This design comes from an exercise in tuning for small area on the open sky130 flow, not from production work.
RTL that was checked went through simulation tests only; none was proved equivalent to the original.
Power and IR drop assume default switching activity. The clock port is modelled as an ideal driver; clocking choices that lean on that would not hold on a real chip.

==> job 7161: inputs <==
## binary_neighbor_count_filter
module binary_neighbor_count_filter #(
  parameter int MAX_WIDTH  = 1024,
  parameter int MAX_HEIGHT = 1024
) (
  input  logic                          clk,
  input  logic                          rst_n,
  input  logic                          cfg_valid,
  output logic                          cfg_ready,
  input  logic [bncf_pkg::CFG_IDX_W-1:0]  cfg_index,
  input  logic [bncf_pkg::CFG_DATA_W-1:0] cfg_data,
  input  logic                          in_valid,
  output logic                          in_ready,
  input  logic                          in_op,
  input  logic [bncf_pkg::PIX_W-1:0]    in_pixel,
  output logic                          out_valid,
  input  logic                          out_ready,
  output logic [bncf_pkg::PIX_W-1:0]    out_value,
  output logic                          out_last
);
  localparam int CW   = $clog2(MAX_WIDTH);    
  localparam int WW   = $clog2(MAX_WIDTH + 1);  
  localparam int RDW  = $clog2(MAX_HEIGHT + 2);  
  localparam int NSEG = CW;                   
  localparam int SRL  = (1 << NSEG) - 1;      
  function automatic logic [WW-1:0] clamp_w(input logic [CFG_DATA_W-1:0] v);
    if (v == '0) clamp_w = WW'(1);
    else if (v > CFG_DATA_W'(MAX_WIDTH)) clamp_w = WW'(MAX_WIDTH);
    else clamp_w = WW'(v);
  endfunction
  function automatic logic [RDW-1:0] clamp_h(input logic [CFG_DATA_W-1:0] v);
    if (v == '0) clamp_h = RDW'(1);
    else if (v > CFG_DATA_W'(MAX_HEIGHT)) clamp_h = RDW'(MAX_HEIGHT);
    else clamp_h = RDW'(v);
  endfunction
  logic [WW-1:0] w_r, w_d;        
  logic [CW-1:0] seg_on;          
  logic          wmax;            
  logic [RDW-1:0] h_r, h_d;      
  logic [7:0]    thresh_r;
  logic [3:0]    min_nb_r;
  logic [3:0]    margin_r;
  logic [3:0]     cs_r;    
  logic [WW-1:0]  cd_r;    
  logic [3:0]     rs_r;    
  logic [RDW-1:0] rd_r;    
  logic cfg_fire, restart;
  logic in_fire, in_image, early_flush, load;
  logic col0, col1, wrap, at_end, rd_neg, rd_zero;
  logic in_band, pix_bit;
  logic en_r, en_n_r;
  ...
Settings: LEC_CHECK=0, CAP_MARGIN=5, CORE_MARGIN=2, CORE_UTILIZATION=70, PLACE_DENSITY=0.8, SLEW_MARGIN=5; clock period 7.0 ns.
standard.sh (not shown) runs the stock make flow with config.mk's settings and CLKGATE_MAP_FILE= SYNTH_SCRIPT=/design/flow/synth_recipe.tcl, a recipe that flattens the netlist after the stock synthesis.
==> flow/flow/run.sh <==
#!/bin/bash
# The standard layout (standard.sh) with two changes: clock tree synthesis
# without dummy loads, using clkbuf_16 in sink clusters of at most 32 sinks
# and 80 um, and port buffers of the smallest buffer cell. Every step's output is kept in
# flow_make.log here and ORFS's own per-step logs under orfs/logs.
set -euo pipefail
export CTS_ARGS="-sink_clustering_enable -repair_clock_nets -dont_use_dummy_load -buf_list sky130_fd_sc_hd__clkbuf_16 -sink_clustering_size 32 -sink_clustering_max_diameter 80"
export BUFFER_PORTS_ARGS="-buffer_cell sky130_fd_sc_hd__buf_1"
bash standard.sh finish > flow_make.log 2>&1
==> job 6215: changes against job 7161 <==
--- a/flow/design.v
+++ b/flow/design.v
@@ -44,33 +44,32 @@
   input  logic                          out_ready,
   output logic [bncf_pkg::PIX_W-1:0]    out_value,
   output logic                          out_last
 );
   localparam int CW   = $clog2(MAX_WIDTH);    
-  localparam int WW   = $clog2(MAX_WIDTH + 1);  
   localparam int RDW  = $clog2(MAX_HEIGHT + 2);  
   localparam int NSEG = CW;                   
   localparam int SRL  = (1 << NSEG) - 1;      
-  function automatic logic [WW-1:0] clamp_w(input logic [CFG_DATA_W-1:0] v);
-    if (v == '0) clamp_w = WW'(1);
-    else if (v > CFG_DATA_W'(MAX_WIDTH)) clamp_w = WW'(MAX_WIDTH);
-    else clamp_w = WW'(v);
+  function automatic logic [CW-1:0] clamp_w(input logic [CFG_DATA_W-1:0] v);
+    logic [CFG_DATA_W-1:0] m;
+    m = v - CFG_DATA_W'(1);
+    if (v == '0) clamp_w = '0;
+    else if (v > CFG_DATA_W'(MAX_WIDTH)) clamp_w = CW'(MAX_WIDTH - 1);
+    else clamp_w = m[CW-1:0];
   endfunction
   function automatic logic [RDW-1:0] clamp_h(input logic [CFG_DATA_W-1:0] v);
     if (v == '0) clamp_h = RDW'(1);
     else if (v > CFG_DATA_W'(MAX_HEIGHT)) clamp_h = RDW'(MAX_HEIGHT);
     else clamp_h = RDW'(v);
   endfunction
-  logic [WW-1:0] w_r, w_d;        
-  logic [CW-1:0] seg_on;          
-  logic          wmax;            
+  logic [CW-1:0] wm1_r, wm1_d;    
   logic [RDW-1:0] h_r, h_d;      
   logic [7:0]    thresh_r;
   logic [3:0]    min_nb_r;
   logic [3:0]    margin_r;
   logic [3:0]     cs_r;    
-  logic [WW-1:0]  cd_r;    
+  logic [CW-1:0]  cd_r;    
   logic [3:0]     rs_r;    
   logic [RDW-1:0] rd_r;    
   logic cfg_fire, restart;
   logic in_fire, in_image, early_flush, load;
   logic col0, col1, wrap, at_end, rd_neg, rd_zero;
@@ -91,21 +90,21 @@
   logic pop;
   assign cfg_ready = 1'b1;
   assign cfg_fire  = cfg_valid;
   assign restart   = cfg_fire && (cfg_index == CFG_IMAGE_WIDTH ||
                                   cfg_index == CFG_IMAGE_HEIGHT);
-  assign w_d   = (cfg_fire && cfg_index == CFG_IMAGE_WIDTH)  ? clamp_w(cfg_data) : w_r;
+  assign wm1_d = (cfg_fire && cfg_index == CFG_IMAGE_WIDTH)  ? clamp_w(cfg_data) : wm1_r;
   assign h_d   = (cfg_fire && cfg_index == CFG_IMAGE_HEIGHT) ? clamp_h(cfg_data) : h_r;
   always_ff @(posedge clk) begin
     if (!rst_n) begin
-      w_r      <= clamp_w(RST_IMAGE_WIDTH);
+      wm1_r    <= clamp_w(RST_IMAGE_WIDTH);
       h_r      <= clamp_h(RST_IMAGE_HEIGHT);
       thresh_r <= RST_THRESHOLD;
       min_nb_r <= RST_MIN_NB;
       margin_r <= RST_MARGIN;
     end else begin
-      w_r   <= w_d;
+      wm1_r <= wm1_d;
       h_r   <= h_d;
       if (cfg_fire && cfg_index == CFG_WHITE_THRESHOLD) thresh_r <= cfg_data[7:0];
       if (cfg_fire && cfg_index == CFG_MIN_NEIGHBORS)   min_nb_r <= cfg_data[3:0];
       if (cfg_fire && cfg_index == CFG_BORDER_MARGIN)   margin_r <= cfg_data[3:0];
     end
@@ -114,19 +113,19 @@
   assign push     = en_r && s1_emit_r;
   assign in_ready = out_ready || (32'(out_valid_r) + 32'(sk_valid_r) + 32'(push) <= 1);
   assign in_fire  = in_valid && in_ready;
   assign col0        = cs_r == 4'd0;
   assign col1        = cs_r == 4'd1;
-  assign wrap        = cd_r == WW'(1);
+  assign wrap        = cd_r == '0;
   assign rd_neg      = &rd_r;        
   assign rd_zero     = rd_r == '0;   
   assign in_image    = !rd_neg && !rd_zero;
   assign early_flush = in_image && (in_op == OP_FLUSH);
   assign load        = in_fire && !early_flush;
   assign at_end      = col0 && rd_neg;
   assign in_band = (rs_r < margin_r) || ((rd_r[3:0] < margin_r) && rd_r[RDW-1:4] == '0) ||
-                   (cs_r < margin_r) || ((cd_r[3:0] < margin_r) && cd_r[WW-1:4] == '0);
+                   (cs_r < margin_r) || ((5'(cd_r[3:0]) + 5'd1 < 5'(margin_r)) && cd_r[CW-1:4] == '0);
   assign pix_bit = in_image && !in_band && (in_pixel >= thresh_r);
   logic col_reload, row_reload, row_step;
   assign col_reload = restart || (load && (wrap || at_end));
   assign row_reload = restart || (load && at_end);
   assign row_step   = load && wrap;
@@ -134,14 +133,14 @@
     if (!rst_n) begin
       cs_r <= '0;
       cd_r <= clamp_w(RST_IMAGE_WIDTH);
     end else if (col_reload) begin
       cs_r <= '0;
-      cd_r <= w_d;
+      cd_r <= wm1_d;
     end else if (load) begin
       cs_r <= cs_r + 4'(cs_r != 4'd15);
-      cd_r <= cd_r - WW'(1);
+      cd_r <= cd_r - CW'(1);
     end
   end
   always_ff @(posedge clk) begin
     if (!rst_n) begin
       rs_r <= '0;
@@ -169,28 +168,26 @@
     s1_bit_r   <= pix_bit;
     s1_emit_r  <= col0 ? (rs_r >= 4'd2) : (rs_r >= 4'd1);
     s1_last_r  <= at_end;
     s1_up_r    <= col0 ? (rs_r >= 4'd3) : (rs_r >= 4'd2);
     s1_down_r  <= in_image || (col0 && rd_zero);
-    s1_left_r  <= !col1 && (w_r != WW'(1));
+    s1_left_r  <= !col1 && (wm1_r != '0);
     s1_right_r <= !col0;
   end
-  assign wmax   = w_r[CW];
-  assign seg_on = w_r[CW-1:0] | {CW{wmax}};
-  assign ta[0]  = wmax ? fa_r : (s1_bit_r ^ ph_r);
-  assign tb[0]  = wmax ? fb_r : ta[NSEG];
+  assign ta[0] = fa_r;
+  assign tb[0] = fb_r;
   for (genvar i = 0; i < NSEG; i++) begin : g_seg
     localparam int B = (1 << i) - 1;
     localparam int L = 1 << i;
     assign sa_in[B] = ta[i];
     assign sb_in[B] = tb[i];
     if (L > 1) begin : g_shift
       assign sa_in[B+L-1:B+1] = sa_r[B+L-2:B];
       assign sb_in[B+L-1:B+1] = sb_r[B+L-2:B];
     end
-    assign ta[i+1] = seg_on[i] ? sa_r[B+L-1] : ta[i];
-    assign tb[i+1] = seg_on[i] ? sb_r[B+L-1] : tb[i];
+    assign ta[i+1] = wm1_r[i] ? sa_r[B+L-1] : ta[i];
+    assign tb[i+1] = wm1_r[i] ? sb_r[B+L-1] : tb[i];
   end
   always_ff @(posedge clk) begin
     fa_r <= ~(((s1_bit_r ^ ph_r) | en_n_r) & (fa_r | en_r));
     fb_r <= ~((ta[NSEG] | en_n_r) & (fb_r | en_r));
     sa_r <= ~((sa_in | {SRL{en_n_r}}) & (sa_r | {SRL{en_r}}));
==> flow/flow/run.sh (replaced) <==
#!/bin/bash
# The standard layout (standard.sh) with two changes: clock tree synthesis
# without dummy loads, using clkbuf_8 in small sink clusters, and port
# buffers of the smallest buffer cell. Every step's output is kept in
# flow_make.log here and ORFS's own per-step logs under orfs/logs.
set -euo pipefail
export CTS_ARGS="-sink_clustering_enable -repair_clock_nets -dont_use_dummy_load -buf_list sky130_fd_sc_hd__clkbuf_8 -sink_clustering_size 18 -sink_clustering_max_diameter 45"
export BUFFER_PORTS_ARGS="-buffer_cell sky130_fd_sc_hd__buf_1"
bash standard.sh finish > flow_make.log 2>&1
Settings changed: CAP_MARGIN 5 to 20, SLEW_MARGIN 5 to 20.
==> qor summary <==
| metric | job 6215 | job 7161 |
|---|---|---|
| Met3 WL | 2890 µm | 2080 µm |
| Count of antenna diodes in the layout | 1 | 0 |
| Inverters | 38 | 34 |
| Power Density | 397 nW/µm² | 398 nW/µm² |
| Switching power as a share of total power | 24.3% | 24.0% |
| Post-synthesis area per instance | 11.7 µm² | 11.7 µm² |
| Count of routing violations after the opening detailed-route iteration | 2,271 | 2,401 |
| Clock-pin slew reported for the worst setup and hold paths after clock tree synthesis | 0.10 ns | 0.12 ns |
| Mean number of vias per cell | 6.15 | 6.19 |
| Skew final | 0.0891 ns | 0.0645 ns |
| Number of placed cells counting well taps | 5,917 | 5,921 |
| Clock distribution power | 0.00537 W | 0.00525 W |
| LEAKAGE | 23.2 nW | 23.2 nW |
| Number of buffers added by the clock tree synthesis step | 156 | 77 |
| Critical path buffer and inverter count | 1 | 2 |
| Fraction of area in registers | 67.8% | 68.1% |
| Period utilization | 64.4% | 72.1% |
| Maximum number of pins on one net before global-route repair | 291 | 276 |
| Comb_multi_in | 2,528 | 2,525 |
| Headroom to the max-slew limit | 31.1% | 17.0% |
| Status | complete, no violations | complete, no violations |
| Hold Crit Start | sb_r[37] | sb_r[1011] |
| Signal buf overhead | 0.949% | 0.859% |
Only the layout flow was run in job 7161; the RTL was not checked for function there.

-- re-timing with driven ports --
Ports are ideal in the flow. The routed layouts listed here were re-timed in OpenROAD.
Step 1 assumes that a clkbuf_16 drives the clock port and a buf_2 every other input.
Step 2, shift: input delay + t, output delay - t, t = (earliest + latest rising clock arrival at the registers) / 2. This alone moves slack from input paths to output paths.
a / b / c = no drivers / after step 1 / after step 2; a / b = the first two.
run | t (ns) | setup WS [ns] | pins driven straight from the clock port
job 7161 | 0.690 | 1.953 / 1.953 / 1.953 | 1
job 6215 | 0.867 | 2.491 / 2.491 / 2.491 | 1
After both steps setup and hold are still met in every run listed.
